This is an optimization exercise on Yosys and OpenROAD, whose aim is small area, a short achievable clock period and few clock cycles per item, not a production implementation. The RTL was checked by simulation tests, not by an equivalence proof against the original design. Power figures rest on the tool's default switching activity, not on a simulated workload.

$ cat flow/design.v
module gobang_move_sequencer #(
   parameter int BOARD_N = 15,
   parameter int WIN_LEN = 5
) (
   input  logic                         clk,
   input  logic                         rst_n,
   input  logic                         new_game,
   input  logic                         move_valid,
   output logic                         move_ready,
   input  logic [3:0]                   move_row,
   input  logic [3:0]                   move_col,
   output logic                         result_valid,
   output logic [1:0]                   result_code,
   output logic                         winner,
   output logic                         turn,
   output logic                         game_over,
   output logic [7:0]                   move_count,
   output logic [BOARD_N*BOARD_N-1:0]   board_black,
   output logic [BOARD_N*BOARD_N-1:0]   board_white
);
   localparam int N     = BOARD_N;
   localparam int CELLS = N * N;
   localparam int W     = WIN_LEN;
   localparam int ND    = 2 * N - 1;      
   logic             result_valid_q;
   logic [1:0]       result_code_q;
   logic             winner_q;
   logic             turn_q;
   logic             over_q;
   logic [7:0]       count_q;
   logic [CELLS-1:0] black_q;
   logic [CELLS-1:0] white_q;
   logic [N-1:0]  rsel, csel;         
   logic [ND-1:0] dsel;               
   logic [ND-1:0] asel;               
   always_comb begin
      for (int i = 0; i < N; i++) begin
         rsel[i] = (move_row == 4'(i));
         csel[i] = (move_col == 4'(i));
      end
      dsel = '0;
      asel = '0;
      for (int i = 0; i < N; i++)
         for (int j = 0; j < N; j++) begin
            dsel[j - i + N - 1] = dsel[j - i + N - 1] | (rsel[i] & csel[j]);
            asel[i + j]         = asel[i + j]         | (rsel[i] & csel[j]);
         end
   end
   logic [N-1:0] row_b, row_w;
   logic         occ, legal;
   always_comb begin
      row_b = '0;
      row_w = '0;
      for (int i = 0; i < N; i++)
         for (int j = 0; j < N; j++) begin
            row_b[j] = row_b[j] | (rsel[i] & black_q[i*N + j]);
            row_w[j] = row_w[j] | (rsel[i] & white_q[i*N + j]);
         end
      occ   = |(csel & (row_b | row_w));
      legal = (|rsel) && (|csel) && !occ;
   end
   logic [CELLS-1:0] mine;
   logic [N-1:0]     line_h, line_v, line_d, line_a;
   logic [N-1:0]     new_h, new_v, new_d, new_a;
   logic             win_h, win_v, win_d, win_a, win;
   always_comb begin
      mine   = turn_q ? white_q : black_q;
      line_h = turn_q ? row_w : row_b;
      line_v = '0;
      line_d = '0;
      line_a = '0;
      for (int i = 0; i < N; i++)
         for (int j = 0; j < N; j++) begin
            line_v[i] = line_v[i] | (csel[j] & mine[i*N + j]);
            if (j - i >= -(N - W) && j - i <= N - W)
               line_d[i] = line_d[i] | (dsel[j - i + N - 1] & mine[i*N + j]);
            if (i + j >= W - 1 && i + j <= 2*N - 1 - W)
               line_a[i] = line_a[i] | (asel[i + j] & mine[i*N + j]);
         end
      new_h = line_h | csel;
      new_v = line_v | rsel;
      new_d = line_d | rsel;
      new_a = line_a | rsel;
      win_h = 1'b0;
      win_v = 1'b0;
      win_d = 1'b0;
      win_a = 1'b0;
      for (int k = 0; k + W <= N; k++) begin
         win_h = win_h | (&new_h[k +: W]);
         win_v = win_v | (&new_v[k +: W]);
         win_d = win_d | (&new_d[k +: W]);
         win_a = win_a | (&new_a[k +: W]);
      end
      win = win_h | win_v | win_d | win_a;
   end
   logic take, place;
   logic [N-1:0] cb, cw;              
   assign move_ready = !over_q;
   assign take       = move_valid && !over_q && !new_game;
   assign place      = take && legal;
   assign cb         = csel & {N{place && !turn_q}};
   assign cw         = csel & {N{place &&  turn_q}};
   always_ff @(posedge clk or negedge rst_n) begin
      if (!rst_n) begin
         result_valid_q <= 1'b0;
         result_code_q  <= 2'd0;
         winner_q       <= 1'b0;
         turn_q         <= 1'b0;
         over_q         <= 1'b0;
         count_q        <= 8'd0;
      end else if (new_game) begin
         result_valid_q <= 1'b0;
         result_code_q  <= 2'd0;
         winner_q       <= 1'b0;
         turn_q         <= 1'b0;
         over_q         <= 1'b0;
         count_q        <= 8'd0;
      end else begin
         result_valid_q <= take;
         if (take) begin
            if (!legal) begin
               result_code_q <= 2'd3;
            end else begin
               count_q <= count_q + 8'd1;
               if (win) begin
                  result_code_q <= 2'd1;
                  winner_q      <= turn_q;
                  over_q        <= 1'b1;
               end else if (count_q == 8'(CELLS - 1)) begin
                  result_code_q <= 2'd2;
                  over_q        <= 1'b1;
               end else begin
                  result_code_q <= 2'd0;
                  turn_q        <= !turn_q;
               end
            end
         end
      end
   end
   always_ff @(posedge clk or negedge rst_n) begin
      if (!rst_n) begin
         black_q <= '0;
         white_q <= '0;
      end else begin
         for (int i = 0; i < N; i++)
            for (int j = 0; j < N; j++) begin
               black_q[i*N + j] <= (black_q[i*N + j] && !new_game) || (rsel[i] && cb[j]);
               white_q[i*N + j] <= (white_q[i*N + j] && !new_game) || (rsel[i] && cw[j]);
            end
      end
   end
   assign result_valid = result_valid_q;
   assign result_code  = result_code_q;
   assign winner       = winner_q;
   assign turn         = turn_q;
   assign game_over    = over_q;
   assign move_count   = count_q;
   assign board_black  = black_q;
   assign board_white  = white_q;
endmodule
$ cat flow/run.sh
#!/bin/bash
# synth_recipe.tcl (not shown) runs the flow's synth.tcl, then flattens the netlist and writes it again
# the make line also repeats each setting of config.mk as NAME=value (left out here)
make -C /OpenROAD-flow-scripts/flow DESIGN_CONFIG=/design/flow/config.mk WORK_HOME=/design/flow/orfs CLKGATE_MAP_FILE= SYNTH_SCRIPT=/design/flow/synth_recipe.tcl finish
$ cat flow/config.mk
export PLATFORM = sky130hd
export DESIGN_NAME = gobang_move_sequencer
export DESIGN_NICKNAME = gobang_move_sequencer
export VERILOG_FILES = /design/flow/design.v
export SDC_FILE = /design/flow/constraint.sdc
export NUM_CORES = 4
export LEC_CHECK = 0
export CAP_MARGIN = 20
export CORE_MARGIN = 2
export CORE_UTILIZATION = 55
export SETUP_SLACK_MARGIN = 5
export SLEW_MARGIN = 20
$ cat flow/constraint.sdc
create_clock -name core_clock -period 12.0 [get_ports {clk}]
set_input_delay 2.4000 -clock core_clock [delete_from_list [all_inputs] [get_ports {clk}]]
set_output_delay 2.4000 -clock core_clock [all_outputs]
set_load 0.01 [all_outputs]
==> impl_metrics.env, run 1 <==
export IMPL_async_flop_share_pct=100.0
export IMPL_haltStage="5_1_grt"
export IMPL_synth_edf_count=0
export IMPL_die_y_um=240.1
export IMPL_first_global_vias=42410
export IMPL_avgSynthCellArea_um2=8.658
export IMPL_pre_cts_slack_ns=3.080
export IMPL_num_rows=86
export IMPL_grt_ovfl_total=531
export IMPL_grt_pass1_wl_mm=354.3
export IMPL_clockBufferDepth=3
export IMPL_io_buffers=476
export IMPL_track_usage_pct=86.76
export IMPL_clock_sinks=464
export IMPL_seq_area_frac_synth_pct=37.88
export IMPL_error_line="[ERROR GRT-0116] Global routing finished with congestion. Check the congestion regions in the DRC Viewer."
export IMPL_clock_root_buffer="clkbuf_16"
export IMPL_cts_buffers=49
export IMPL_io_pins=477
export IMPL_ys_flop_type="dfrtp_1"
export IMPL_ctsHtreeMaxLevel=2
export IMPL_syn_area_um2=30650
export IMPL_outcome="aborted with a tool error"
export IMPL_grt_max_degree=173
export IMPL_syn_nets=3554
export IMPL_yosysUniqueCellTypes=98
export IMPL_ys_ff_latch=464
export IMPL_dieWidth_um=240.1
export IMPL_yosys_warnings=1
export IMPL_initial_utilization_pct=55.63
export IMPL_gp_congestion=1.653
export IMPL_dp_hpwl_mm=155.1
export IMPL_syn_inst=3540
repair_timing:
action	CTS
endpoints found under the hold margin	0
pin swaps	4
hold buffers	0
gates resized for setup	84
buffers inserted	1
setup endpoints to repair	456
cloned	4
power by group through the flow:
stage	Sequential, mW	Combinational, mW	Clock, mW
after global placement	1.62	0.390	0
after CTS	1.59	0.406	1.56
after floorplan	1.60	0.265	0
after detailed placement	1.62	0.395	0
stage by stage:
| step | power [mW] | util (%) | cell area [µm²] | cells |
|---|---|---|---|---|
| floorplan | 1.867 | - | 30650 | 3540 |
| CTS | 3.557 | 67.81 | 37360 | 4590 |
| global placement | 2.006 | 64.02 | 35270 | 4496 |
| detailed placement | 2.011 | 64.05 | 35290 | 4497 |
routing by layer:
metal | global-route usage [%] | overflow
met4 | 80.35 | 193
met5 | 72.12 | 18
met2 | 95.02 | 208
met3 | 81.17 | 58
met1 | 87.17 | 54
worst max path at each step:
| stage | startpoint | endpoint | slack (ns) | cells after the start |
|---|---|---|---|---|
| after floorplan | move_row[3] | turn_q$_DFFE_PN0P_ | 5.98 | 16 |
| after global placement | move_row[2] | turn_q$_DFFE_PN0P_ | 2.52 | 14 |
| after detailed placement | move_row[2] | turn_q$_DFFE_PN0P_ | 3.08 | 14 |
| after CTS | move_row[0] | turn_q$_DFFE_PN0P_ | 4.85 | 15 |
synth_stat cells (12+ instances only):
cell type	number	area (µm²)
o221ai_1	22	192.7
o2bb2ai_1	12	105.1
nor3_1	47	235.2
buf_2	112	560.5
nand3_1	23	115.1
buf_6	30	337.8
o21ai_0	83	415.4
and2_1	20	125.1
and3_1	25	156.4
or4_1	21	157.7
a22o_1	13	113.9
nor2_1	461	1730
a2111oi_0	18	157.7
inv_1	252	945.9
a211oi_1	21	157.7
a21oi_1	240	1201
nand2_1	99	371.6
nor4_1	66	412.9
a32oi_1	13	113.9
nand4_1	19	118.9
clkbuf_1	135	506.7
a221oi_1	27	236.5
nor2b_1	16	100.1
mux2_2	30	337.8
mux2i_1	253	2532
or3_1	13	81.33
nand2b_1	15	93.84
buf_4	49	367.9
a22oi_1	75	563.0
nor4_2	29	362.9
dfrtp_1	464	11610
o22ai_1	512	3203
a31oi_1	76	475.5
buf_1	20	75.07
kinds of logic after synthesis:
group / Yosys count / share of synthesized area (%)
xor+xnor: 5 / 0.1429
fa+ha+maj: 2 / 0.08163
buf+inv: 603 / 9.275
mux: 291 / 9.928
simple gates: 944 / 16.41
compound gates: 1231 / 26.28
flops: 464 / 37.88
Testbench counts, summed over its fixed seeds: cycles 5,179, moves 5,091.
==> run 2: changes to the inputs <==
--- a/flow/config.mk
+++ b/flow/config.mk
@@ -7,6 +7,6 @@
 export LEC_CHECK = 0
 export CAP_MARGIN = 20
 export CORE_MARGIN = 2
-export CORE_UTILIZATION = 55
+export CORE_UTILIZATION = 40
 export SETUP_SLACK_MARGIN = 5
 export SLEW_MARGIN = 20
==> run 2 against run 1 <==
Net effect:
- the run now finishes clean
- synthesized cell count unchanged
- area after synthesis unchanged
==> impl_metrics.env, run 2 <==
export IMPL_p_per_area_nw_per_um2=95.00
export IMPL_synthMuxAreaShare_pct=9.928
export IMPL_synth_common_cells="o22ai_1 (512), dfrtp_1 (464), nor2_1 (461)"
export IMPL_ys_flop_type="dfrtp_1"
export IMPL_hold_ws_ns=0.5665
export IMPL_rsz0062_at_grt="yes"
export IMPL_leakage_nw=14.63
export IMPL_ff2ff_setup_slack_ns=6.02
export IMPL_yosysUniqueCellTypes=98
export IMPL_synth_area_leaders="dfrtp_1 (38%), o22ai_1 (10%), mux2i_1 (8.3%)"
export IMPL_regArea_um2=11610
export IMPL_clock_sinks=464
export IMPL_syn_inst=3540
export IMPL_ys_ff_latch=464
export IMPL_cp_slowest_stage_delay_ns=0.57
export IMPL_maxSlewViolCount=0
export IMPL_multi_input_area_um2=17040
export IMPL_syn_area_um2=30650
export IMPL_report_power_total_mw=3.717
export IMPL_io_pins=477
export IMPL_synth_xor_area_share_pct=0.1429
export IMPL_vias=42610
export IMPL_final_nets=3922
export IMPL_required_ns=12.58
export IMPL_clock_root_buffer="clkbuf_16"
export IMPL_drv_cap=0
export IMPL_hold_path_endpoint="count_q[7]$_DFFE_PN0P_"
export IMPL_cp_start_kind="input pin"
export IMPL_via_per_inst=8.428
export IMPL_final_common_cell="o22ai_1"
export IMPL_crit_path_end_kind="flop"
export IMPL_avgSynthCellArea_um2=8.658
export IMPL_area_growth_synth_to_final_pct=27.66
export IMPL_clk_latency_ns=0.69
export IMPL_antenna_found_initial=55
export IMPL_drc=0
export IMPL_hold_viol_final=0
export IMPL_async_flop_share_pct=100.0
export IMPL_outcome="no timing/DRC/antenna violations"
export IMPL_synth_compound_area_share_pct=26.28
export IMPL_io_buffers=476
export IMPL_first_global_vias=37730
export IMPL_track_usage_pct=69.65
export IMPL_max_vdd_ir_drop_uv=139.5
export IMPL_postCtsHoldBufs=0
export IMPL_max_clock_freq_mhz=135.5
export IMPL_syn_nets=3554
export IMPL_ant_nets=0
export IMPL_routedWlPerCell_um=55.93
export IMPL_r2r_cells=12
export IMPL_worstSetupPathType="in2reg"
export IMPL_dp_hpwl_mm=207.7
export IMPL_critPathMaxFanout=25
export IMPL_drive_above_1_share_pct=12.78
export IMPL_clockBufferDepth=3
export IMPL_hold_path_depth=2
export IMPL_cp_common_cell="buf_4"
export IMPL_slowest_stage="nor3_2"
export IMPL_yosys_warnings=1
export IMPL_wl_mm=282.7
export IMPL_dr_pass1_iters=17
export IMPL_yosysMostFrequentCell="o22ai_1"
export IMPL_initial_utilization_pct=40.36
export IMPL_grt_max_degree=184
export IMPL_worstMarginPinSlew_ns=1.371
export IMPL_die_area_um2=78860
export IMPL_setup_violations=0
export IMPL_synthAdderAreaFrac_pct=0.08164
export IMPL_grt_ovfl_total=0
export IMPL_cts_tree="done"
export IMPL_synth_edf_count=0
export IMPL_final_cell_mix="o22ai_1 (512), clkdlybuf4s50_1 (466), dfrtp_1 (463)"
export IMPL_finalSetupTns_ns=0
export IMPL_min_path_type="reg2reg"
export IMPL_worstPathBufferInverterCount=3
export IMPL_cp_data_arrival_time_ns=7.96
export IMPL_grt_pass1_wl_mm=363.7
export IMPL_gp_congestion=1.303
export IMPL_fin_util_pct=51.52
export IMPL_yosys_area_share_simple_pct=16.41
export IMPL_fin_crit_ns=7.379
export IMPL_path_clk_slew_ns=0.07
export IMPL_post_route_period_util_pct=61.49
export IMPL_synth_top_area_share_pct=37.88
export IMPL_first_iter_violations=11510
export IMPL_worstPathCellList="buf_4 > nand4bb_4 > buf_4 > nor2_1 > nor3_2 > buf_4 > and3_4 > o22ai_1 > or4_1 > o41ai_4 > nor4_1 > a211o_1 > a211o_1 > or3_1 > mux2_4"
export IMPL_biggestRegsByFlops="black_q (225), white_q (225), count_q (8)"
export IMPL_num_rows=101
export IMPL_seq_area_frac_synth_pct=37.88
export IMPL_slew_headroom_pct=8.292
export IMPL_timing_rr_end="turn_q$_DFFE_PN0P_"
export IMPL_r2r_start="turn_q$_DFFE_PN0P_"
export IMPL_synth_area_leader_cell="dfrtp_1"
export IMPL_fillers=6860
export IMPL_coreArea_um2=75950
export IMPL_skew_ns=0.02887
export IMPL_dieWidth_um=280.8
export IMPL_placed_area_um2=36290
export IMPL_synth_top_family_by_area="compound AO/OA/AOI/OAI gates"
export IMPL_min_from="count_q[7]$_DFFE_PN0P_"
export IMPL_cp_top_family="simple AND/OR/NAND/NOR gates"
export IMPL_final_area_um2=39130
export IMPL_cts_buffers=48
export IMPL_die_y_um=280.8
export IMPL_ctsHtreeMaxLevel=2
[run 2: cell counts after synthesis]
No cell type changed its count.
[run 2: metrics by stage]
stage	std cells	setup slack [ns]
2_1_floorplan	3540	5.977
3_3_place_gp	4852	2.374
3_5_place_dp	4853	2.521
4_1_cts	4957	4.902
5_1_grt	4995	4.721
6_report	5055	4.621
[run 2: power by group]
| part | switching [mW] | internal, mW | total, mW |
|---|---|---|---|
| Clock | 0.741 | 0.858 | 1.60 |
| Combinational | 0.402 | 0.132 | 0.534 |
| Sequential | 0.0166 | 1.57 | 1.58 |
| Total | 1.16 | 2.56 | 3.72 |
[run 2: layer usage]
layer  vias to the layer above  global-route usage [%]  wire length, µm
met1                     20350                   74.11            91040
met4                        54                   62.85            35880
met2                      5797                   84.68            99250
met3                      2173                   53.52            54600
met5                         -                   21.20             1943
li1                      14230                       -                -
[run 2: final cells by class]
cell class,count,area share [%]
flip-flops and latches,464,29.68
multi-input cells,2478,43.56
inverters,253,2.427
clock buffers,67,3.533
clock inverters,20,0.5916
diodes,80,0.5116
well taps,1030,3.294
repair buffers,663,16.40
[run 2: worst max path at each step]
stage | from | cells past startpoint | endpoint | slack (ns)
2_1_floorplan | move_row[3] | 16 | turn_q$_DFFE_PN0P_ | 5.98
3_3_place_gp | move_col[0] | 15 | turn_q$_DFFE_PN0P_ | 2.37
3_5_place_dp | move_col[3] | 14 | turn_q$_DFFE_PN0P_ | 2.52
4_1_cts | move_row[2] | 15 | turn_q$_DFFE_PN0P_ | 4.90
5_1_grt | move_col[0] | 15 | turn_q$_DFFE_PN0P_ | 4.72
6_report | move_col[0] | 15 | turn_q$_DFFE_PN0P_ | 4.62
[run 2: repair_timing]
| action | 4_1_cts | 5_1_grt |
|---|---|---|
| gates resized for setup | 118 | 50 |
| pin swaps | 9 | 12 |
| cloned | 4 | 1 |
| setup endpoints to repair | 430 | 423 |
| setup buffers | 13 | 14 |
| hold endpoints to repair | 0 | 0 |
[run 2: worst reg2reg max path, cell delays in order (launching register included)]
cell      delay [ns]
dfrtp_4         0.83
buf_4           0.76
mux2i_1         0.95
o22ai_1         0.23
nor4_1          0.62
nand3_1         0.60
o22ai_1         0.35
nor2_1          0.08
a22oi_1         0.21
o211ai_1        0.12
a211o_1         0.39
or3_1           0.42
mux2_4          0.30
[run 2: kinds of logic after synthesis]
group | count (synthesis)
AOI/OAI and AO/OA | 1231
and+or+nand+nor | 944
buffers and inverters | 603
DFF | 464
muxes | 291
xor gates and xnor gates | 5
adders and majority gates | 2
==> run 3: changes to the inputs <==
--- a/flow/config.mk
+++ b/flow/config.mk
@@ -8,5 +8,4 @@
 export CAP_MARGIN = 20
 export CORE_MARGIN = 2
 export CORE_UTILIZATION = 40
-export SETUP_SLACK_MARGIN = 5
 export SLEW_MARGIN = 20
==> run 3 against run 2 <==
Net effect:
- the layout now fails its checks (max-capacitance violations)
- final area is 2.6% lower
- clock power hardly changed
- sequential cell count stayed put
- cell count is 0.97% lower
- sequential share of layout area is 0.78 points higher
- critical path depth stayed put
- via count is 1.3% lower
- clock skew is 0.0034 ns higher
- utilization is 1.3 points lower
- critical endpoint unchanged
- largest cell class unchanged
- highest routed layer unchanged
==> impl_metrics.env, run 3 <==
export IMPL_die_y_um=280.8
export IMPL_critPathMaxFanout=32
export IMPL_yosysMostFrequentCell="o22ai_1"
export IMPL_synth_edf_count=0
export IMPL_clk_latency_ns=0.70
export IMPL_skew_ns=0.03227
export IMPL_track_usage_pct=69.08
export IMPL_synth_area_leader_cell="dfrtp_1"
export IMPL_ctsHtreeMaxLevel=2
export IMPL_io_pins=477
export IMPL_vias=42040
export IMPL_dp_cells=4853
export IMPL_cts_tree="done"
export IMPL_antenna_found_initial=51
export IMPL_hold_viol_final=0
export IMPL_ant_nets=0
export IMPL_use_met1_pct=74.92
export IMPL_worstSetupStartpoint="move_row[2]"
export IMPL_p_per_area_nw_per_um2=96.78
export IMPL_biggestRegsByFlops="black_q (225), white_q (225), count_q (8)"
export IMPL_placed_area_um2=36290
export IMPL_crit_path_end_kind="flop"
export IMPL_final_area_um2=38130
export IMPL_grt_max_degree=184
export IMPL_async_flop_share_pct=100.0
export IMPL_report_power_total_mw=3.690
export IMPL_syn_inst=3540
export IMPL_r2r_start="white_q[46]$_DFF_PN0_"
export IMPL_maxSlewViolCount=1
export IMPL_coreArea_um2=75950
export IMPL_clock_sinks=464
export IMPL_drc=0
export IMPL_yosysUniqueCellTypes=98
export IMPL_ys_flop_type="dfrtp_1"
export IMPL_instances_no_fill=5006
export IMPL_required_ns=12.58
export IMPL_first_global_vias=37420
export IMPL_max_vdd_ir_drop_uv=139.3
export IMPL_die_area_um2=78860
export IMPL_seq_area_frac_synth_pct=37.88
export IMPL_worstSetupPathType="in2reg"
export IMPL_final_cell_mix="o22ai_1 (512), clkdlybuf4s50_1 (466), dfrtp_1 (463)"
export IMPL_cp_data_arrival_time_ns=9.80
export IMPL_clock_root_buffer="clkbuf_16"
export IMPL_initial_utilization_pct=40.36
export IMPL_cts_resized=0
export IMPL_io_buffers=476
export IMPL_cp_start_kind="input pin"
export IMPL_min_path_type="reg2reg"
export IMPL_leakage_nw=14.16
export IMPL_yosys_warnings=1
export IMPL_postCtsHoldBufs=0
export IMPL_synth_common_cells="o22ai_1 (512), dfrtp_1 (464), nor2_1 (461)"
export IMPL_setup_violations=0
export IMPL_gp_congestion=1.303
export IMPL_post_route_period_util_pct=76.81
export IMPL_dr_pass1_iters=17
export IMPL_num_rows=101
export IMPL_so_violations="max-capacitance violations"
export IMPL_min_from="count_q[7]$_DFFE_PN0P_"
export IMPL_post_cts_buffers=0
export IMPL_outcome="failed layout checks"
export IMPL_area_growth_synth_to_final_pct=24.40
export IMPL_synth_top_area_share_pct=37.88
export IMPL_avgSynthCellArea_um2=8.658
export IMPL_cts_buffers=48
export IMPL_wl_mm=279.6
export IMPL_drv_cap=1
export IMPL_dieWidth_um=280.8
export IMPL_fin_crit_ns=9.218
export IMPL_syn_nets=3554
export IMPL_grt_ovfl_total=0
export IMPL_syn_area_um2=30650
export IMPL_drive_above_1_share_pct=10.68
export IMPL_grt_busiest_layer="met2"
export IMPL_worstMarginPinSlew_ns=1.477
export IMPL_max_clock_freq_mhz=108.5
export IMPL_final_common_cell="o22ai_1"
export IMPL_synth_area_leaders="dfrtp_1 (38%), o22ai_1 (10%), mux2i_1 (8.3%)"
export IMPL_final_nets=3891
export IMPL_clockBufferDepth=3
export IMPL_finalSetupTns_ns=0
export IMPL_rsz0062_at_grt="no"
export IMPL_dp_hpwl_mm=207.7
export IMPL_met2_usage_pct=84.32
export IMPL_met3_usage_pct=50.65
export IMPL_slew_headroom_pct=-1.287
export IMPL_ys_ff_latch=464
export IMPL_first_iter_violations=10900
export IMPL_grt_pass1_wl_mm=360.7
export IMPL_path_clk_slew_ns=0.07
export IMPL_via_per_inst=8.398
export IMPL_routedWlPerCell_um=55.86
## run 3: critical path: stages
cell,delay [ns]
buf_4,0.54
buf_4,0.49
nand4b_2,0.74
buf_4,0.46
nor2_1,0.16
a2111oi_0,0.56
and3_1,1.18
o22ai_1,0.23
or4_1,0.57
o41ai_2,0.67
nor4_1,0.16
a211o_1,0.37
a211o_1,0.44
or3_1,0.41
mux2_4,0.30
## run 3: layer usage
| layer | up-vias | part of all wire [%] |
|---|---|---|
| li1 | 14090 | - |
| met1 | 20090 | 33 |
| met2 | 5582 | 35 |
| met3 | 2216 | 19 |
| met4 | 58 | 13 |
| met5 | - | 0.68 |
## run 3: layout make-up
cell class              instances  area, µm²
well taps                    1030       1289
diodes                         62      155.1
multi-input cells            2473      16480
clock inverters                20      231.5
repair buffers                637       6032
fillers                      6989      37820
inverters                     253      949.7
clock buffers                  67       1383
flip-flops and latches        464      11610
## run 3: final timing paths
kind                                           to  slack (ns)  cells past startpoint
min in group asynchronous  white_q[113]$_DFF_PN0_        1.65                      1
setup / recovery               turn_q$_DFFE_PN0P_        2.78                     15
max in group asynchronous  count_q[4]$_DFFE_PN0P_        8.42                      4
hold / removal             count_q[7]$_DFFE_PN0P_        0.57                      2
setup reg to reg           black_q[190]$_DFF_PN0_        5.45                     11
hold reg to reg            count_q[7]$_DFFE_PN0P_        0.57                      2
## run 3: kinds of logic (layout without fill, tap and decap cells)
logic type	Yosys count	in the layout	synth area share, %
other	0	62	0
flip-flops	464	464	37.88
AO/OA/AOI/OAI	1231	1231	26.28
multiplexers	291	291	9.928
XOR/XNOR	5	5	0.1429
AND/OR/NAND/NOR	944	944	16.41
buffers and inverters	603	977	9.275
adder cells (fa/ha/maj)	2	2	0.08163
## run 3: report_power, final
| part | total [mW] | leakage (nW) | switching [mW] | internal [mW] |
|---|---|---|---|---|
| Sequential | 1.58 | 6.48 | 0.0166 | 1.57 |
| Clock | 1.60 | 0.795 | 0.742 | 0.858 |
| Combinational | 0.506 | 6.89 | 0.388 | 0.117 |
| Total | 3.69 | 14.2 | 1.15 | 2.54 |
## run 3: through the flow
step                      setup WS, ns  hold slack [ns]  util, %
after floorplan                  5.977           0.5567        -
after global placement           2.374           0.5558    47.75
after detailed placement         2.521           0.5563    47.78
after CTS                        3.183           0.5699    49.91
after global routing             3.241           0.5919    50.05
final                            2.782           0.5699    50.21
==> run 4: changes to the inputs <==
==> flow/flow/run.sh (new file) <==
#!/bin/bash
# Standard ORFS layout, with the port buffers made from the smallest buffer cell.
set -euo pipefail
export BUFFER_PORTS_ARGS="-buffer_cell sky130_fd_sc_hd__buf_1"
bash standard.sh > flow.log 2>&1
==> flow/standard.sh (new file) <==
#!/bin/bash
# synth_recipe.tcl (not shown) runs the flow's synth.tcl, then flattens the netlist and writes it again
# the make line also repeats each setting of config.mk as NAME=value (left out here)
make -C /OpenROAD-flow-scripts/flow DESIGN_CONFIG=/design/flow/config.mk WORK_HOME=/design/flow/orfs CLKGATE_MAP_FILE= SYNTH_SCRIPT=/design/flow/synth_recipe.tcl "${@:-finish}"
removed: flow/run.sh
==> run 4 against run 3 <==
Net effect:
- now clean on timing, DRC and antenna
- clock skew is 0.034 ns higher
- final area shrank 7.6%
- maximum frequency is 1.8% higher
==> impl_metrics.env, run 4 <==
export IMPL_outcome="no timing/DRC/antenna violations"
export IMPL_critPathMaxFanout=41
export IMPL_synth_top_area_share_pct=37.88
export IMPL_clockBufferDepth=3
export IMPL_drc=0
export IMPL_dp_hpwl_mm=200.1
export IMPL_cp_data_arrival_time_ns=9.59
export IMPL_route_met2_wl_mm=96.86
export IMPL_post_route_period_util_pct=75.49
export IMPL_syn_nets=3554
export IMPL_finalSetupTns_ns=0
export IMPL_combPwrFrac_pct=13.1
export IMPL_ant_nets=0
export IMPL_p_int_mw=2.589
export IMPL_worstMarginPinSlew_ns=1.380
export IMPL_die_area_um2=78860
export IMPL_first_global_vias=35640
export IMPL_slowest_stage="nor4_1"
export IMPL_slew_headroom_pct=7.173
export IMPL_leakage_nw=13.12
export IMPL_synth_area_leaders="dfrtp_1 (38%), o22ai_1 (10%), mux2i_1 (8.3%)"
export IMPL_met3_length_mm=48.40
export IMPL_syn_inst=3540
export IMPL_clock_root_buffer="clkbuf_16"
export IMPL_grt_max_degree=180
export IMPL_switchingPower_mw=1.123
export IMPL_cts_buffers=49
export IMPL_min_path_type="reg2reg"
export IMPL_drive_above_1_share_pct=10.37
export IMPL_seqPwrFrac_pct=42.8
export IMPL_num_rows=101
export IMPL_cp_slowest_stage_delay_ns=1.12
export IMPL_io_buffers=476
export IMPL_dp_cells=4844
export IMPL_final_cell_mix="o22ai_1 (512), buf_1 (470), dfrtp_1 (463)"
export IMPL_highest_layer="met5"
export IMPL_cts_resized=0
export IMPL_cp_top_family="simple AND/OR/NAND/NOR gates"
export IMPL_routedWlPerCell_um=53.23
export IMPL_synth_edf_count=0
export IMPL_yosysMostFrequentCell="o22ai_1"
export IMPL_area_growth_synth_to_final_pct=15.00
export IMPL_first_iter_violations=9040
export IMPL_yosysUniqueCellTypes=98
export IMPL_worstPathBufferInverterCount=3
export IMPL_avgSynthCellArea_um2=8.658
export IMPL_drv_cap=0
export IMPL_wl_mm=266.9
export IMPL_path_clk_slew_ns=0.07
export IMPL_postCtsHoldBufs=0
export IMPL_initial_utilization_pct=40.36
export IMPL_instances_no_fill=5015
export IMPL_worstSetupPathType="in2reg"
export IMPL_crit_path_end_kind="flop"
export IMPL_wl_met1_mm=89.13
export IMPL_ys_flop_type="dfrtp_1"
export IMPL_clock_sinks=464
export IMPL_track_usage_pct=65.62
export IMPL_vias=41220
export IMPL_yosys_warnings=1
export IMPL_maxSlewViolCount=0
export IMPL_coreArea_um2=75950
export IMPL_grt_ovfl_total=0
export IMPL_post_cts_buffers=0
export IMPL_biggestRegsByFlops="black_q (225), white_q (225), count_q (8)"
export IMPL_max_vdd_ir_drop_uv=141.3
export IMPL_async_flop_share_pct=100.0
export IMPL_fin_crit_ns=9.059
export IMPL_dr_pass1_iters=22
export IMPL_cp_start_kind="input pin"
export IMPL_ctsHtreeMaxLevel=2
export IMPL_synth_area_leader_cell="dfrtp_1"
export IMPL_final_nets=3881
export IMPL_p_per_area_nw_per_um2=105.3
export IMPL_cp_common_cell="buf_4"
export IMPL_worstPathCellList="clkbuf_4 > or4b_1 > buf_4 > nor2_1 > nor4_1 > and3_1 > buf_4 > o22ai_1 > or4_1 > o31ai_1 > o21ai_0 > a211o_1 > or3_1 > mux2_4"
export IMPL_hold_viol_final=0
export IMPL_dieWidth_um=280.8
export IMPL_io_pins=477
export IMPL_ys_ff_latch=464
export IMPL_required_ns=12.53
export IMPL_antenna_found_initial=53
export IMPL_rsz0062_at_grt="no"
export IMPL_p_clk_share_pct=44.2
export IMPL_gp_congestion=1.235
export IMPL_synth_common_cells="o22ai_1 (512), dfrtp_1 (464), nor2_1 (461)"
export IMPL_clk_latency_ns=0.70
export IMPL_switching_share_pct=30.26
export IMPL_max_clock_freq_mhz=110.4
export IMPL_grt_pass1_wl_mm=343.6
export IMPL_via_per_inst=8.219
export IMPL_syn_area_um2=30650
export IMPL_skew_ns=0.06608
export IMPL_cts_tree="done"
export IMPL_seq_area_frac_synth_pct=37.88
export IMPL_final_common_cell="o22ai_1"
export IMPL_setup_violations=0
export IMPL_die_y_um=280.8
run 4: cell counts after synthesis:
No cell type changed its count.
run 4: cell type report:
type / instances / area [µm²]
inverter: 253 / 949.7
fill: 7485 / 40700
sequential: 464 / 11610
clock buffer: 67 / 1394
tap: 1030 / 1289
multi-input combinational: 2473 / 16510
clock inverter: 24 / 292.8
timing repair buffer: 626 / 2999
antenna: 78 / 195.2
run 4: kinds of logic (layout without fill, tap and decap cells):
group / after synthesis / count (layout) / share of synthesized area (%)
other: 0 / 78 / 0
adder cells (fa/ha/maj): 2 / 2 / 0.08163
AO/OA/AOI/OAI: 1231 / 1231 / 26.28
AND/OR/NAND/NOR: 944 / 944 / 16.41
multiplexers: 291 / 291 / 9.928
XOR/XNOR: 5 / 5 / 0.1429
buffers and inverters: 603 / 970 / 9.275
flip-flops: 464 / 464 / 37.88
run 4: worst paths after layout:
check | endpoint | slack, ns | from | cells after the start
max | turn_q$_DFFE_PN0P_ | 2.94 | move_row[0] | 14
min | white_q[149]$_DFF_PN0_ | 0.58 | white_q[149]$_DFF_PN0_ | 2
max reg2reg | turn_q$_DFFE_PN0P_ | 5.26 | turn_q$_DFFE_PN0P_ | 14
min reg2reg | white_q[149]$_DFF_PN0_ | 0.58 | white_q[149]$_DFF_PN0_ | 2
max in group asynchronous | count_q[6]$_DFFE_PN0P_ | 7.86 | rst_n | 3
min in group asynchronous | white_q[98]$_DFF_PN0_ | 1.79 | rst_n | 1
run 4: tightest hold or removal path, stage by stage, from the launching register on:
cell,delay [ns]
dfrtp_1,0.40
a31oi_1,0.06
nor2_1,0.09
run 4: layer usage:
layer / track usage, % / vias to the layer above
li1: - / 14130
met2: 81.38 / 5224
met3: 44.96 / 1851
met5: 4.941 / -
met1: 73.41 / 19990
met4: 58.70 / 22
run 4: power by group through the flow:
| stage | logic [mW] | clock network [mW] | registers [mW] |
|---|---|---|---|
| 2_1_floorplan | 0.265 | 0 | 1.60 |
| 3_3_place_gp | 0.441 | 0 | 1.61 |
| 3_5_place_dp | 0.440 | 0 | 1.61 |
| 4_1_cts | 0.440 | 1.62 | 1.59 |
| 5_1_grt | 0.469 | 1.68 | 1.59 |
| 6_report | 0.485 | 1.64 | 1.59 |
run 4: stage by stage:
step / hold slack, ns / instance area [µm²] / util (%) / power [mW] / setup WS (ns)
2_1_floorplan: 0.5567 / 30650 / - / 1.867 / 5.977
3_3_place_gp: 0.5541 / 33270 / 43.80 / 2.056 / 2.265
3_5_place_dp: 0.5596 / 33300 / 43.85 / 2.054 / 2.909
4_1_cts: 0.5738 / 34990 / 46.07 / 3.645 / 3.560
5_1_grt: 0.6078 / 35060 / 46.17 / 3.739 / 3.301
6_report: 0.5805 / 35250 / 46.41 / 3.712 / 2.941
==> run 5: changes to the inputs <==
==> flow/run.sh (new file) <==
#!/bin/bash
# synth_recipe.tcl (not shown) runs the flow's synth.tcl, then flattens the netlist and writes it again
# the make line also repeats each setting of config.mk as NAME=value (left out here)
make -C /OpenROAD-flow-scripts/flow DESIGN_CONFIG=/design/flow/config.mk WORK_HOME=/design/flow/orfs CLKGATE_MAP_FILE= SYNTH_SCRIPT=/design/flow/synth_recipe.tcl finish
--- a/flow/config.mk
+++ b/flow/config.mk
@@ -5,7 +5,8 @@
 export SDC_FILE = /design/flow/constraint.sdc
 export NUM_CORES = 4
 export LEC_CHECK = 0
-export CAP_MARGIN = 20
+export CAP_MARGIN = 35
 export CORE_MARGIN = 2
-export CORE_UTILIZATION = 40
-export SLEW_MARGIN = 20
+export CORE_UTILIZATION = 35
+export PLACE_DENSITY = 0.5
+export SLEW_MARGIN = 35
removed: flow/flow/run.sh
removed: flow/standard.sh
==> run 5 against run 4 <==
Net effect:
- largest cell class unchanged
- clock skew decreased by 0.018 ns
- worst hold slack got worse by 0.0045 ns
- sequential power about the same
==> impl_metrics.env, run 5 <==
export IMPL_outcome="no timing/DRC/antenna violations"
export IMPL_syn_inst=3540
export IMPL_report_power_total_mw=3.827
export IMPL_slew_headroom_pct=19.20
export IMPL_leakage_nw=14.45
export IMPL_timing_rr_end="turn_q$_DFFE_PN0P_"
export IMPL_hold_viol_final=0
export IMPL_final_common_cell="o22ai_1"
export IMPL_post_cts_buffers=0
export IMPL_max_vdd_ir_drop_uv=166.2
export IMPL_grt_ovfl_total=0
export IMPL_gp_congestion=1.218
export IMPL_vias=40470
export IMPL_required_ns=12.57
export IMPL_seq_area_frac_synth_pct=37.88
export IMPL_clockBufferDepth=3
export IMPL_die_area_um2=89960
export IMPL_num_rows=108
export IMPL_synth_edf_count=0
export IMPL_clock_sinks=464
export IMPL_final_area_um2=38880
export IMPL_dp_cells=4998
export IMPL_dr_pass1_iters=13
export IMPL_ctsHtreeMaxLevel=2
export IMPL_max_clock_freq_mhz=113.6
export IMPL_track_usage_pct=61.76
export IMPL_critPathMaxFanout=34
export IMPL_maxSlewViolCount=0
export IMPL_route_met2_wl_mm=107.5
export IMPL_biggestRegsByFlops="black_q (225), white_q (225), count_q (8)"
export IMPL_io_buffers=476
export IMPL_yosysMostFrequentCell="o22ai_1"
export IMPL_ff2ff_setup_slack_ns=5.79
export IMPL_setup_violations=0
export IMPL_area_growth_synth_to_final_pct=26.84
export IMPL_path_clk_slew_ns=0.07
export IMPL_yosys_warnings=1
export IMPL_synth_area_leader_cell="dfrtp_1"
export IMPL_worstMarginPinSlew_ns=1.212
export IMPL_skew_ns=0.04833
export IMPL_dieWidth_um=299.9
export IMPL_p_per_area_nw_per_um2=98.43
export IMPL_via_per_inst=7.885
export IMPL_drv_cap=0
export IMPL_wl_mm=287.4
export IMPL_placed_area_um2=36840
export IMPL_r2r_start="turn_q$_DFFE_PN0P_"
export IMPL_cts_resized=0
export IMPL_cp_start_kind="input pin"
export IMPL_async_flop_share_pct=100.0
export IMPL_ant_nets=0
export IMPL_met3_length_mm=47.86
export IMPL_final_cell_mix="o22ai_1 (512), clkdlybuf4s50_1 (470), dfrtp_1 (463)"
export IMPL_grt_pass1_wl_mm=366.7
export IMPL_ys_ff_latch=464
export IMPL_synth_area_leaders="dfrtp_1 (38%), o22ai_1 (10%), mux2i_1 (8.3%)"
export IMPL_first_iter_violations=7597
export IMPL_syn_nets=3554
export IMPL_grt_max_degree=164
export IMPL_highest_layer="met5"
export IMPL_clk_latency_ns=0.72
export IMPL_clock_root_buffer="clkbuf_16"
export IMPL_cp_data_arrival_time_ns=9.37
export IMPL_drive_above_1_share_pct=11.91
export IMPL_min_path_type="reg2reg"
export IMPL_setup_slack_ns=3.200
export IMPL_worstSetupPathType="in2reg"
export IMPL_avgSynthCellArea_um2=8.658
export IMPL_drc=0
export IMPL_post_route_period_util_pct=73.33
export IMPL_hold_path_depth=2
export IMPL_initial_utilization_pct=35.33
export IMPL_first_global_vias=36480
export IMPL_cts_tree="done"
export IMPL_wl_met1_mm=98.32
export IMPL_io_pins=477
export IMPL_synth_common_cells="o22ai_1 (512), dfrtp_1 (464), nor2_1 (461)"
export IMPL_antenna_found_initial=45
export IMPL_hold_ws_ns=0.5760
export IMPL_endpoint="turn_q$_DFFE_PN0P_"
export IMPL_syn_area_um2=30650
export IMPL_finalSetupTns_ns=0
export IMPL_postCtsHoldBufs=0
export IMPL_pre_cts_slack_ns=2.983
export IMPL_crit_path_end_kind="flop"
export IMPL_yosysUniqueCellTypes=98
export IMPL_rsz0062_at_grt="no"
export IMPL_synth_top_area_share_pct=37.88
export IMPL_final_nets=3915
export IMPL_cts_buffers=49
export IMPL_ys_flop_type="dfrtp_1"
export IMPL_routedWlPerCell_um=56.00
export IMPL_fin_util_pct=44.81
export IMPL_die_y_um=299.9
export IMPL_r2r_cells=12
export IMPL_coreArea_um2=86750
export IMPL_instances_no_fill=5133
export IMPL_dp_hpwl_mm=219.4
export IMPL_worstSetupStartpoint="move_row[0]"
export IMPL_fin_crit_ns=8.800
[run 5: cell types whose count changed in the layout (fill, tap and decap cells not counted), sizes merged]
cell,delta
clkdlybuf4s50,+470
clkinv,-6
clkinvlp,+2
bufinv,+3
diode,-39
buf,-430
clkbuf,-7
[run 5: cells by family (layout without fill, tap and decap cells)]
logic type | Yosys count | in the layout | synth area share, %
other | 0 | 39 | 0
xor gates and xnor gates | 5 | 5 | 0.1429
adders and majority gates | 2 | 2 | 0.08163
and+or+nand+nor | 944 | 944 | 16.41
buffers and inverters | 603 | 1002 | 9.275
DFF | 464 | 464 | 37.88
AOI/OAI and AO/OA | 1231 | 1231 | 26.28
muxes | 291 | 291 | 9.928
[run 5: where the power goes]
| group | internal [mW] | leakage [nW] | total [mW] | switching, mW |
|---|---|---|---|---|
| clock network | 0.987 | 0.863 | 1.73 | 0.741 |
| logic | 0.127 | 7.11 | 0.514 | 0.387 |
| registers | 1.57 | 6.48 | 1.58 | 0.0168 |
[run 5: worst min-delay path by stage]
stage / end / slack [ns] / from
after floorplan: white_q[121]$_DFF_PN0_ / 0.56 / white_q[121]$_DFF_PN0_
after global placement: white_q[219]$_DFF_PN0_ / 0.55 / white_q[219]$_DFF_PN0_
after detailed placement: white_q[216]$_DFF_PN0_ / 0.55 / white_q[216]$_DFF_PN0_
after CTS: white_q[216]$_DFF_PN0_ / 0.57 / white_q[216]$_DFF_PN0_
after global routing: white_q[216]$_DFF_PN0_ / 0.60 / white_q[216]$_DFF_PN0_
final: white_q[216]$_DFF_PN0_ / 0.58 / white_q[216]$_DFF_PN0_
[run 5: area by class of cell]
cell class	instances	area, µm²
diodes	39	97.59
clock buffers	66	1420
clock inverters	23	344.1
fillers	8531	47880
inverters	253	949.7
multi-input cells	2473	16670
flip-flops and latches	464	11610
well taps	1155	1445
repair buffers	660	6331
[run 5: metal layers]
metal,track usage [%],up-vias
li1,-,14120
met1,70.12,19810
met2,80.40,4906
met3,36.40,1608
met4,54.76,32
met5,2.698,-
[run 5: critical path: stages]
cell       delay (ns)
buf_4            0.45
buf_4            0.53
or4b_1           0.89
buf_4            0.58
nor2_1           0.13
nor4_1           0.85
and3_1           0.81
o22ai_1          0.18
or4_1            0.47
nor4_2           0.42
o32ai_1          0.18
o2111ai_1        0.15
o211ai_1         0.40
or3_1            0.53
mux2_4           0.30
==> run 6: changes to the inputs <==
--- a/flow/design.v
+++ b/flow/design.v
@@ -98,8 +98,8 @@
    assign move_ready = !over_q;
    assign take       = move_valid && !over_q && !new_game;
    assign place      = take && legal;
-   assign cb         = csel & {N{place && !turn_q}};
-   assign cw         = csel & {N{place &&  turn_q}};
+   assign cb         = csel & {N{take && !turn_q}};
+   assign cw         = csel & {N{take &&  turn_q}};
    always_ff @(posedge clk or negedge rst_n) begin
       if (!rst_n) begin
          result_valid_q <= 1'b0;
@@ -144,8 +144,8 @@
       end else begin
          for (int i = 0; i < N; i++)
             for (int j = 0; j < N; j++) begin
-               black_q[i*N + j] <= (black_q[i*N + j] && !new_game) || (rsel[i] && cb[j]);
-               white_q[i*N + j] <= (white_q[i*N + j] && !new_game) || (rsel[i] && cw[j]);
+               black_q[i*N + j] <= (black_q[i*N + j] && !new_game) || (rsel[i] && cb[j] && !white_q[i*N + j]);
+               white_q[i*N + j] <= (white_q[i*N + j] && !new_game) || (rsel[i] && cw[j] && !black_q[i*N + j]);
             end
       end
    end
==> flow/flow/run.sh (new file) <==
#!/bin/bash
# Standard ORFS layout, with the port buffers made from the smallest buffer cell.
set -euo pipefail
export BUFFER_PORTS_ARGS="-buffer_cell sky130_fd_sc_hd__buf_1"
bash standard.sh > flow.log 2>&1
==> flow/standard.sh (new file) <==
#!/bin/bash
# synth_recipe.tcl (not shown) runs the flow's synth.tcl, then flattens the netlist and writes it again
# the make line also repeats each setting of config.mk as NAME=value (left out here)
make -C /OpenROAD-flow-scripts/flow DESIGN_CONFIG=/design/flow/config.mk WORK_HOME=/design/flow/orfs CLKGATE_MAP_FILE= SYNTH_SCRIPT=/design/flow/synth_recipe.tcl "${@:-finish}"
==> flow/config.mk (replaced) <==
export PLATFORM = sky130hd
export DESIGN_NAME = gobang_move_sequencer
export DESIGN_NICKNAME = gobang_move_sequencer
export VERILOG_FILES = /design/flow/design.v
export SDC_FILE = /design/flow/constraint.sdc
export NUM_CORES = 4
export LEC_CHECK = 0
export CAP_MARGIN = 30
export CORE_MARGIN = 2
export CORE_UTILIZATION = 40
export SETUP_SLACK_MARGIN = 5
export SLEW_MARGIN = 30
removed: flow/run.sh
==> run 6 against run 5 <==
Net effect:
- sequential share of layout area increased by 1.3 points
- largest cell class unchanged
- first-iteration DRC count up 20%
- die area decreased by 9.9%
- count of clock-buffer cells in the layout grew 5
==> impl_metrics.env, run 6 <==
export IMPL_outcome="no timing/DRC/antenna violations"
export IMPL_die_y_um=284.8
export IMPL_num_rows=102
export IMPL_ys_flop_type="dfrtp_1"
export IMPL_routedWlPerCell_um=51.39
export IMPL_cp_start_kind="input pin"
export IMPL_setup_violations=0
export IMPL_io_pins=477
export IMPL_rsz0062_at_grt="yes"
export IMPL_worstMarginPinSlew_ns=1.302
export IMPL_leakage_nw=12.94
export IMPL_grt_ovfl_total=0
export IMPL_finalSetupTns_ns=0
export IMPL_drc=0
export IMPL_gp_congestion=1.149
export IMPL_synth_edf_count=0
export IMPL_slew_headroom_pct=12.86
export IMPL_wl_mm=259.1
export IMPL_syn_inst=3595
export IMPL_async_flop_share_pct=100.0
export IMPL_seq_area_frac_synth_pct=36.82
export IMPL_required_ns=12.55
export IMPL_synth_area_leaders="dfrtp_1 (37%), o32ai_1 (13%), o22ai_1 (6.2%)"
export IMPL_coreArea_um2=77720
export IMPL_dp_hpwl_mm=185.5
export IMPL_grt_max_degree=189
export IMPL_dieWidth_um=284.8
export IMPL_ff2ff_setup_slack_ns=5.52
export IMPL_dr_pass1_iters=11
export IMPL_biggestRegsByFlops="black_q (225), white_q (225), count_q (8)"
export IMPL_maxSlewViolCount=0
export IMPL_track_usage_pct=61.08
export IMPL_clockBufferDepth=3
export IMPL_yosys_warnings=1
export IMPL_vias=41160
export IMPL_post_route_period_util_pct=60.32
export IMPL_syn_nets=3609
export IMPL_ctsHtreeMaxLevel=2
export IMPL_critPathMaxFanout=32
export IMPL_path_clk_slew_ns=0.06
export IMPL_initial_utilization_pct=40.57
export IMPL_synth_top_area_share_pct=36.82
export IMPL_grt_pass1_wl_mm=339.6
export IMPL_area_growth_synth_to_final_pct=18.27
export IMPL_synth_common_cells="inv_1 (477), dfrtp_1 (464), o32ai_1 (456)"
export IMPL_yosysMostFrequentCell="inv_1"
export IMPL_via_per_inst=8.163
export IMPL_final_cell_mix="inv_1 (477), buf_1 (470), dfrtp_1 (463)"
export IMPL_placed_area_um2=34680
export IMPL_hold_ws_ns=0.5174
export IMPL_cts_tree="done"
export IMPL_max_clock_freq_mhz=138.1
export IMPL_io_buffers=476
export IMPL_clk_latency_ns=0.67
export IMPL_synth_area_leader_cell="dfrtp_1"
export IMPL_die_area_um2=81090
export IMPL_clock_root_buffer="clkbuf_16"
export IMPL_antenna_found_initial=35
export IMPL_first_iter_violations=9086
export IMPL_postCtsHoldBufs=0
export IMPL_worstSetupPathType="in2reg"
export IMPL_hold_viol_final=0
export IMPL_final_nets=3952
export IMPL_yosysUniqueCellTypes=91
export IMPL_final_common_cell="inv_1"
export IMPL_fin_crit_ns=7.239
export IMPL_min_path_type="reg2reg"
export IMPL_final_area_um2=37290
export IMPL_cts_buffers=52
export IMPL_cp_data_arrival_time_ns=7.79
export IMPL_first_global_vias=37100
export IMPL_crit_path_end_kind="flop"
export IMPL_drv_cap=0
export IMPL_drive_above_1_share_pct=11.80
export IMPL_max_vdd_ir_drop_uv=146.8
export IMPL_clock_sinks=464
export IMPL_ant_nets=0
export IMPL_avgSynthCellArea_um2=8.771
export IMPL_skew_ns=0.06155
export IMPL_ys_ff_latch=464
export IMPL_syn_area_um2=31530
export IMPL_p_per_area_nw_per_um2=101.9
## run 6: cell types whose count changed after synthesis, sizes merged, moves of 68 or more
cell | previous run | this run
a21oi | 240 | 80
clkbuf | 137 | 212
inv | 252 | 477
mux2i | 253 | 185
nand2 | 109 | 195
nor2 | 462 | 129
o22ai | 522 | 311
o32ai | 8 | 456
## run 6: layer usage
layer  routed length, µm  track usage [%]  share of wire (%)
met5                 509            2.267               0.20
met4               28450            48.38                 11
met3               45440            34.84                 18
met2               95890            79.32                 37
met1               88830            72.57                 34
## run 6: critical path, stage by stage
cell      delay, ns
buf_1          0.10
buf_8          0.32
or4bb_2        0.27
clkbuf_8       0.35
buf_12         0.30
nor2_1         0.12
nor3_1         0.85
nand3_1        0.55
a222oi_1       0.47
nand2_1        0.13
nor2_2         0.27
o31ai_1        0.15
a221o_1        0.29
nand4b_2       0.40
nor3_1         0.31
mux2_1         0.34
## run 6: power breakdown
part | total [mW] | internal, mW | leakage (nW) | switching, mW
logic | 0.548 | 0.127 | 5.62 | 0.421
registers | 1.59 | 1.57 | 6.48 | 0.0165
clock network | 1.67 | 0.931 | 0.835 | 0.735
total | 3.80 | 2.63 | 12.9 | 1.17
## run 6: through the flow
| step | util, % | setup WS (ns) | power [mW] | std cells |
|---|---|---|---|---|
| finish | 47.98 | 4.761 | 3.800 | 5042 |
| global route | 47.90 | 4.970 | 3.829 | 5015 |
| CTS | 47.25 | 4.894 | 3.724 | 5002 |
| detailed placement | 44.62 | 3.327 | 2.093 | 4903 |
| global placement | 44.48 | 3.257 | 2.092 | 4901 |
| floorplan | - | 5.943 | 1.865 | 3595 |
## run 6: final cells by class
cell class | instances | area (µm²)
Fill cell | 7412 | 40430
Sequential cell | 464 | 11610
Inverter | 479 | 1802
Antenna cell | 28 | 70.07
Multi-Input combinational cell | 2280 | 17250
Clock inverter | 19 | 245.2
Timing Repair Buffer | 661 | 3526
Clock buffer | 71 | 1484
Tap cell | 1040 | 1301
## run 6: what timing repair did
action                                 CTS  global route
gates resized for setup                 60            79
endpoints found under the hold margin    0             0
gates cloned                             1             3
buffers inserted                         8             6
pin swaps                                4             9
setup endpoints to repair                6            10
## run 6: worst paths after layout
check	from	end	depth (start not counted)
setup / recovery	move_col[2]	turn_q$_DFFE_PN0P_	16
hold / removal	black_q[175]$_DFF_PN0_	white_q[175]$_DFF_PN0_	1
setup reg to reg	turn_q$_DFFE_PN0P_	turn_q$_DFFE_PN0P_	13
hold reg to reg	black_q[175]$_DFF_PN0_	white_q[175]$_DFF_PN0_	1
max in group asynchronous	rst_n	white_q[199]$_DFF_PN0_	4
min in group asynchronous	rst_n	black_q[72]$_DFF_PN0_	1
## run 6: cell families after synthesis
family | synth area share, %
buf+inv | 11.17
xor+xnor | 0.1944
flops | 36.82
fa+ha+maj | 0.07935
compound gates | 32.58
mux | 7.622
simple gates | 11.53
Testbench counts of run 6, summed over its fixed seeds: cycles 5,179, moves 5,091.
==> run 7: changes to the inputs <==
==> flow/flow/run.sh (replaced) <==
#!/bin/bash
# Standard ORFS layout, with the port buffers made from the smallest buffer cell
# and timing repair aiming 7 ns below the clock period.
set -euo pipefail
export BUFFER_PORTS_ARGS="-buffer_cell sky130_fd_sc_hd__buf_1"
export SETUP_SLACK_MARGIN=7
bash standard.sh > flow.log 2>&1
--- a/flow/config.mk
+++ b/flow/config.mk
@@ -8,5 +8,4 @@
 export CAP_MARGIN = 30
 export CORE_MARGIN = 2
 export CORE_UTILIZATION = 40
-export SETUP_SLACK_MARGIN = 5
 export SLEW_MARGIN = 30
==> run 7 against run 6 <==
Net effect:
- the run now fails in 5_1_grt
- synthesized cell count is the same
- area after synthesis is the same
==> impl_metrics.env, run 7 <==
export IMPL_outcome="aborted with a tool error"
export IMPL_haltStage="5_1_grt"
export IMPL_error_line="[ERROR GRT-0232] Routing congestion too high. Check the congestion heatmap in the GUI."
export IMPL_gp_congestion=1.224
export IMPL_yosysMostFrequentCell="inv_1"
export IMPL_yosys_warnings=1
export IMPL_clock_sinks=464
export IMPL_track_usage_pct=66.79
export IMPL_io_pins=477
export IMPL_pre_cts_slack_ns=3.676
export IMPL_synth_area_leaders="dfrtp_1 (37%), o32ai_1 (13%), o22ai_1 (6.2%)"
export IMPL_clockBufferDepth=3
export IMPL_dp_cells=4919
export IMPL_ys_ff_latch=464
export IMPL_cts_buffers=51
export IMPL_initial_utilization_pct=40.57
export IMPL_dp_hpwl_mm=179.2
export IMPL_synth_edf_count=0
export IMPL_grt_max_degree=179
export IMPL_grt_ovfl_total=3
export IMPL_ctsHtreeMaxLevel=2
export IMPL_syn_inst=3595
export IMPL_seq_area_frac_synth_pct=36.82
export IMPL_yosysUniqueCellTypes=91
export IMPL_clock_root_buffer="clkbuf_16"
export IMPL_num_rows=102
export IMPL_dieWidth_um=284.8
export IMPL_avgSynthCellArea_um2=8.771
export IMPL_synth_top_area_share_pct=36.82
export IMPL_syn_area_um2=31530
export IMPL_synth_area_leader_cell="dfrtp_1"
export IMPL_ys_flop_type="dfrtp_1"
export IMPL_async_flop_share_pct=100.0
export IMPL_synth_common_cells="inv_1 (477), dfrtp_1 (464), o32ai_1 (456)"
export IMPL_io_buffers=476
export IMPL_die_y_um=284.8
export IMPL_syn_nets=3609
export IMPL_postCtsHoldBufs=0
## run 7: cell counts after synthesis
No cell type changed its count.
## run 7: cells by family after synthesis
kind of cell | count (synthesis) | share of synthesized area, %
AOI/OAI and AO/OA | 1371 | 32.58
xor gates and xnor gates | 7 | 0.1944
adders and majority gates | 2 | 0.07935
buffers and inverters | 855 | 11.17
DFF | 464 | 36.82
muxes | 227 | 7.622
and+or+nand+nor | 669 | 11.53
## run 7: what timing repair did
item / CTS
cloned: 53
resized for setup: 397
pin swaps: 72
buffers inserted: 200
endpoints found under the setup margin: 113
## run 7: layer usage
layer,GRT usage [%],GRT overflow
met5,28.02,0
met4,52.08,0
met3,50.40,0
met2,82.91,2
met1,72.83,1
## run 7: power by group through the flow
| stage | Sequential [mW] | Combinational (mW) | Clock, mW |
|---|---|---|---|
| after floorplan | 1.60 | 0.277 | 0 |
| after global placement | 1.61 | 0.469 | 0 |
| after detailed placement | 1.61 | 0.470 | 0 |
| after CTS | 1.58 | 0.626 | 1.75 |
## run 7: worst max path at each step
stage / to / start / slack (ns)
after CTS: turn_q$_DFFE_PN0P_ / move_row[2] / 6.21
after detailed placement: turn_q$_DFFE_PN0P_ / move_row[2] / 3.68
after floorplan: turn_q$_DFFE_PN0P_ / move_row[0] / 6.33
after global placement: turn_q$_DFFE_PN0P_ / move_row[2] / 3.65
## run 7: stage by stage
| step | power (mW) | hold WS [ns] | cell area, µm² |
|---|---|---|---|
| 3_5_place_dp | 2.078 | 0.5020 | 35110 |
| 4_1_cts | 3.955 | 0.5170 | 41850 |
| 2_1_floorplan | 1.881 | 0.5342 | 32250 |
| 3_3_place_gp | 2.078 | 0.5015 | 35040 |
==> run 8: changes to the inputs <==
--- a/flow/design.v
+++ b/flow/design.v
@@ -33,17 +33,36 @@
    logic [N-1:0]  rsel, csel;         
    logic [ND-1:0] dsel;               
    logic [ND-1:0] asel;               
+   logic [3:0] rh, rl, ch, cl;
+   logic [6:0] dh, dl;                
+   logic [6:0] sh, sl;                
    always_comb begin
+      for (int a = 0; a < 4; a++) begin
+         rh[a] = (move_row[3:2] == 2'(a));
+         rl[a] = (move_row[1:0] == 2'(a));
+         ch[a] = (move_col[3:2] == 2'(a));
+         cl[a] = (move_col[1:0] == 2'(a));
+      end
       for (int i = 0; i < N; i++) begin
-         rsel[i] = (move_row == 4'(i));
-         csel[i] = (move_col == 4'(i));
+         rsel[i] = rh[i / 4] & rl[i % 4];
+         csel[i] = ch[i / 4] & cl[i % 4];
       end
+      dh = '0; dl = '0; sh = '0; sl = '0;
+      for (int a = 0; a < 4; a++)
+         for (int b = 0; b < 4; b++) begin
+            dh[b - a + 3] = dh[b - a + 3] | (rh[a] & ch[b]);
+            dl[b - a + 3] = dl[b - a + 3] | (rl[a] & cl[b]);
+            sh[a + b]     = sh[a + b]     | (rh[a] & ch[b]);
+            sl[a + b]     = sl[a + b]     | (rl[a] & cl[b]);
+         end
       dsel = '0;
       asel = '0;
-      for (int i = 0; i < N; i++)
-         for (int j = 0; j < N; j++) begin
-            dsel[j - i + N - 1] = dsel[j - i + N - 1] | (rsel[i] & csel[j]);
-            asel[i + j]         = asel[i + j]         | (rsel[i] & csel[j]);
+      for (int x = 0; x < 7; x++)
+         for (int y = 0; y < 7; y++) begin
+            if (4*x + y - 15 + N - 1 >= 0 && 4*x + y - 15 + N - 1 < ND)
+               dsel[4*x + y - 15 + N - 1] = dsel[4*x + y - 15 + N - 1] | (dh[x] & dl[y]);
+            if (4*x + y < ND)
+               asel[4*x + y] = asel[4*x + y] | (sh[x] & sl[y]);
          end
    end
    logic [N-1:0] row_b, row_w;
==> flow/flow/run.sh (replaced) <==
#!/bin/bash
# Standard ORFS layout, with the port buffers made from the smallest buffer cell
# and timing repair aiming 6 ns below the clock period.
set -euo pipefail
export BUFFER_PORTS_ARGS="-buffer_cell sky130_fd_sc_hd__buf_1"
export SETUP_SLACK_MARGIN=6
bash standard.sh > flow.log 2>&1
--- a/flow/config.mk
+++ b/flow/config.mk
@@ -7,5 +7,6 @@
 export LEC_CHECK = 0
 export CAP_MARGIN = 30
 export CORE_MARGIN = 2
-export CORE_UTILIZATION = 40
+export CORE_UTILIZATION = 35
+export PLACE_DENSITY = 0.5
 export SLEW_MARGIN = 30
==> run 8 against run 7 <==
Net effect:
- now clean on timing, DRC and antenna
- synthesized cell count is 9.5% lower
- area after synthesis is 5.2% lower
==> impl_metrics.env, run 8 <==
export IMPL_min_path_type="reg2reg"
export IMPL_final_cell_mix="buf_1 (466), dfrtp_1 (463), o32ai_1 (461)"
export IMPL_met3_usage_pct=28.42
export IMPL_seq_area_frac_synth_pct=38.83
export IMPL_path_clk_slew_ns=0.06
export IMPL_use_met1_pct=66.95
export IMPL_first_global_vias=33180
export IMPL_first_iter_violations=7393
export IMPL_drv_cap=0
export IMPL_met2_usage_pct=76.41
export IMPL_p_per_area_nw_per_um2=102.5
export IMPL_final_common_cell="buf_1"
export IMPL_die_area_um2=87800
export IMPL_synthAdderAreaFrac_pct=0.08368
export IMPL_clock_root_buffer="clkbuf_16"
export IMPL_setup_violations=0
export IMPL_syn_nets=3269
export IMPL_yosysMostFrequentCell="dfrtp_1"
export IMPL_dp_hpwl_mm=182.3
export IMPL_slew_headroom_pct=20.52
export IMPL_worstSetupPathType="in2reg"
export IMPL_async_flop_share_pct=100.0
export IMPL_avgSynthCellArea_um2=9.188
export IMPL_grt_pass1_wl_mm=329.5
export IMPL_yosys_warnings=1
export IMPL_drive_above_1_share_pct=16.15
export IMPL_synth_area_leader_cell="dfrtp_1"
export IMPL_maxSlewViolCount=0
export IMPL_skew_ns=0.03592
export IMPL_required_ns=12.57
export IMPL_vias=38580
export IMPL_max_vdd_ir_drop_uv=120.1
export IMPL_syn_inst=3255
export IMPL_synth_xor_area_share_pct=0.5857
export IMPL_worstMarginPinSlew_ns=1.192
export IMPL_report_power_total_mw=3.905
export IMPL_setup_slack_ns=5.820
export IMPL_coreArea_um2=84880
export IMPL_dr_pass1_iters=14
export IMPL_synth_common_cells="dfrtp_1 (464), o32ai_1 (461), inv_1 (460)"
export IMPL_final_nets=3804
export IMPL_outcome="no timing/DRC/antenna violations"
export IMPL_die_y_um=296.3
export IMPL_synthMuxAreaShare_pct=10.05
export IMPL_cts_buffers=51
export IMPL_finalSetupTns_ns=0
export IMPL_cp_data_arrival_time_ns=6.75
export IMPL_dp_cells=4689
export IMPL_pre_cts_slack_ns=3.584
export IMPL_rsz0062_at_grt="yes"
export IMPL_num_rows=107
export IMPL_syn_area_um2=29910
export IMPL_hold_viol_final=0
export IMPL_clk_latency_ns=0.66
export IMPL_synth_edf_count=0
export IMPL_instances_no_fill=5003
export IMPL_grt_ovfl_total=0
export IMPL_synth_top_area_share_pct=38.83
export IMPL_ys_flop_type="dfrtp_1"
export IMPL_ys_ff_latch=464
export IMPL_cts_tree="done"
export IMPL_crit_path_end_kind="flop"
export IMPL_clock_sinks=464
export IMPL_synth_area_leaders="dfrtp_1 (39%), o32ai_1 (14%), mux2i_1 (8.8%)"
export IMPL_post_route_period_util_pct=51.50
export IMPL_initial_utilization_pct=35.23
export IMPL_synth_compound_area_share_pct=30.38
export IMPL_grt_max_degree=191
export IMPL_max_clock_freq_mhz=161.8
export IMPL_io_pins=477
export IMPL_routedWlPerCell_um=52.63
export IMPL_grt_busiest_layer="met2"
export IMPL_cp_start_kind="input pin"
export IMPL_yosysUniqueCellTypes=98
export IMPL_yosys_area_share_simple_pct=9.618
export IMPL_wl_mm=263.3
export IMPL_drc=0
export IMPL_ctsHtreeMaxLevel=2
export IMPL_critPathMaxFanout=19
export IMPL_fin_crit_ns=6.180
export IMPL_biggestRegsByFlops="black_q (225), white_q (225), count_q (8)"
export IMPL_io_buffers=476
export IMPL_clockBufferDepth=3
export IMPL_area_growth_synth_to_final_pct=27.35
export IMPL_gp_congestion=1.163
export IMPL_synth_top_family_by_area="compound AO/OA/AOI/OAI gates"
export IMPL_track_usage_pct=56.69
export IMPL_leakage_nw=13.82
export IMPL_dieWidth_um=296.3
export IMPL_via_per_inst=7.712
export IMPL_postCtsHoldBufs=0
export IMPL_ant_nets=0
export IMPL_antenna_found_initial=37
[run 8: changes by cell type after synthesis, moves of 15 or more]
| cell | change |
|---|---|
| nand4_1 | -20 |
| a21oi_1 | -47 |
| clkbuf_1 | -15 |
| and2_1 | -18 |
| a22oi_1 | -24 |
| o21ai_0 | -35 |
| a211oi_1 | -17 |
| a2111oi_0 | -19 |
| mux2i_1 | +78 |
| nand2_1 | -54 |
| buf_2 | -43 |
| inv_1 | -17 |
| a221oi_1 | -21 |
| o22ai_1 | -33 |
[run 8: area by class of cell]
type / instances / area, µm²
Tap cell: 1144 / 1431
Multi-Input combinational cell: 2026 / 15970
Sequential cell: 464 / 11610
Fill cell: 8389 / 46790
Clock buffer: 72 / 1488
Antenna cell: 32 / 80.08
Clock inverter: 18 / 220.2
Inverter: 461 / 1738
Timing Repair Buffer: 786 / 5539
[run 8: power by group]
group          internal (mW)  leakage, nW  total (mW)  switching [mW]
Sequential              1.57         6.48        1.59          0.0195
Combinational          0.208         6.49       0.663           0.455
Clock                  0.949        0.850        1.65           0.705
[run 8: path summary, 6_finish.rpt]
check,slack [ns],from,to,cells after the start
min in group asynchronous,1.83,rst_n,white_q[54]$_DFF_PN0_,1
hold reg to reg,0.53,white_q[1]$_DFF_PN0_,black_q[1]$_DFF_PN0_,1
setup / recovery,5.82,move_col[1],result_code_q[1]$_DFFE_PN0N_,14
max in group asynchronous,7.81,rst_n,black_q[174]$_DFF_PN0_,4
setup reg to reg,6.00,turn_q$_DFFE_PN0P_,result_code_q[1]$_DFFE_PN0N_,13
hold / removal,0.53,white_q[1]$_DFF_PN0_,black_q[1]$_DFF_PN0_,1
[run 8: repair_timing]
item,CTS,global route
resized for setup,163,99
buffers inserted,60,93
cloned,12,23
setup endpoints to repair,13,7
pin swaps,27,42
[run 8: cells by family (layout without fill, tap and decap cells)]
kind of cell	after synthesis	count (layout)
other	0	32
DFF	464	464
xor gates and xnor gates	14	14
buffers and inverters	766	1337
and+or+nand+nor	545	546
adders and majority gates	2	2
muxes	290	290
AOI/OAI and AO/OA	1174	1174
[run 8: stage by stage]
step                hold slack, ns  utilization [%]  area, µm²
floorplan                   0.5371                -      29910
global placement            0.5069            38.56      32730
detailed placement          0.5196            38.80      32940
CTS                         0.5283            42.64      36190
global route                0.5399            44.78      38010
finish                      0.5341            44.87      38090
[run 8: critical path, stage by stage]
cell      delay, ns
buf_4          0.16
buf_16         0.19
nand4b_1       0.10
buf_4          0.52
o22ai_1        0.14
nor4_1         0.45
nand2_1        0.37
a21boi_1       0.34
a32oi_1        0.27
or4_1          0.18
nand4b_1       0.35
or4_4          0.67
or3b_1         0.40
a211oi_2       0.17
[run 8: metal layers]
layer	vias to the layer above	part of all wire [%]
li1	13770	-
met1	19210	35
met2	4178	39
met3	1399	15
met4	34	11
met5	-	0.13
Testbench counts of run 8, summed over its fixed seeds: cycles 5,179, moves 5,091.

[separate check: timing with driven ports]
How much do the figures lean on ideal ports? The routed layouts below were timed once more, with nothing changed but the port constraints. Step 1 assumes that a clkbuf_16 drives the clock port and a buf_2 every other input. Step 2 adds t to the input delays and takes it off the output delays; t is the mean of the earliest and latest rising clock arrival at the registers after step 1. Input paths then give back, and output paths get back, about the clock's delay inside the block. Three values: ideal, step 1, step 2; two values: the first two.
| run | shift t [ns] | setup WS [ns] | worst hold slack (ns) | worst setup path after step 2 | clock arrival spread, ns |
|---|---|---|---|---|---|
| run 2 | 0.754 | 4.621 / 4.672 / 3.918 | 0.566 / 0.566 / 0.566 | input to register | 0.028 / 0.029 |
| run 3 | 0.762 | 2.782 / 2.835 / 2.073 | 0.570 / 0.570 / 0.570 | input to register | 0.032 / 0.033 |
| run 4 | 0.745 | 2.941 / 2.992 / 2.247 | 0.581 / 0.581 / 0.581 | input to register | 0.066 / 0.066 |
| run 5 | 0.776 | 3.200 / 3.249 / 2.473 | 0.576 / 0.576 / 0.576 | input to register | 0.048 / 0.049 |
| run 6 | 0.715 | 4.761 / 4.811 / 4.096 | 0.517 / 0.517 / 0.517 | input to register | 0.069 / 0.068 |
| run 8 | 0.716 | 5.820 / 5.655 / 4.939 | 0.534 / 0.534 / 0.534 | input to register | 0.044 / 0.044 |
The setup slack of run 8, which loses most, moves by -0.165 ns with the drivers and by -0.881 ns with both steps.
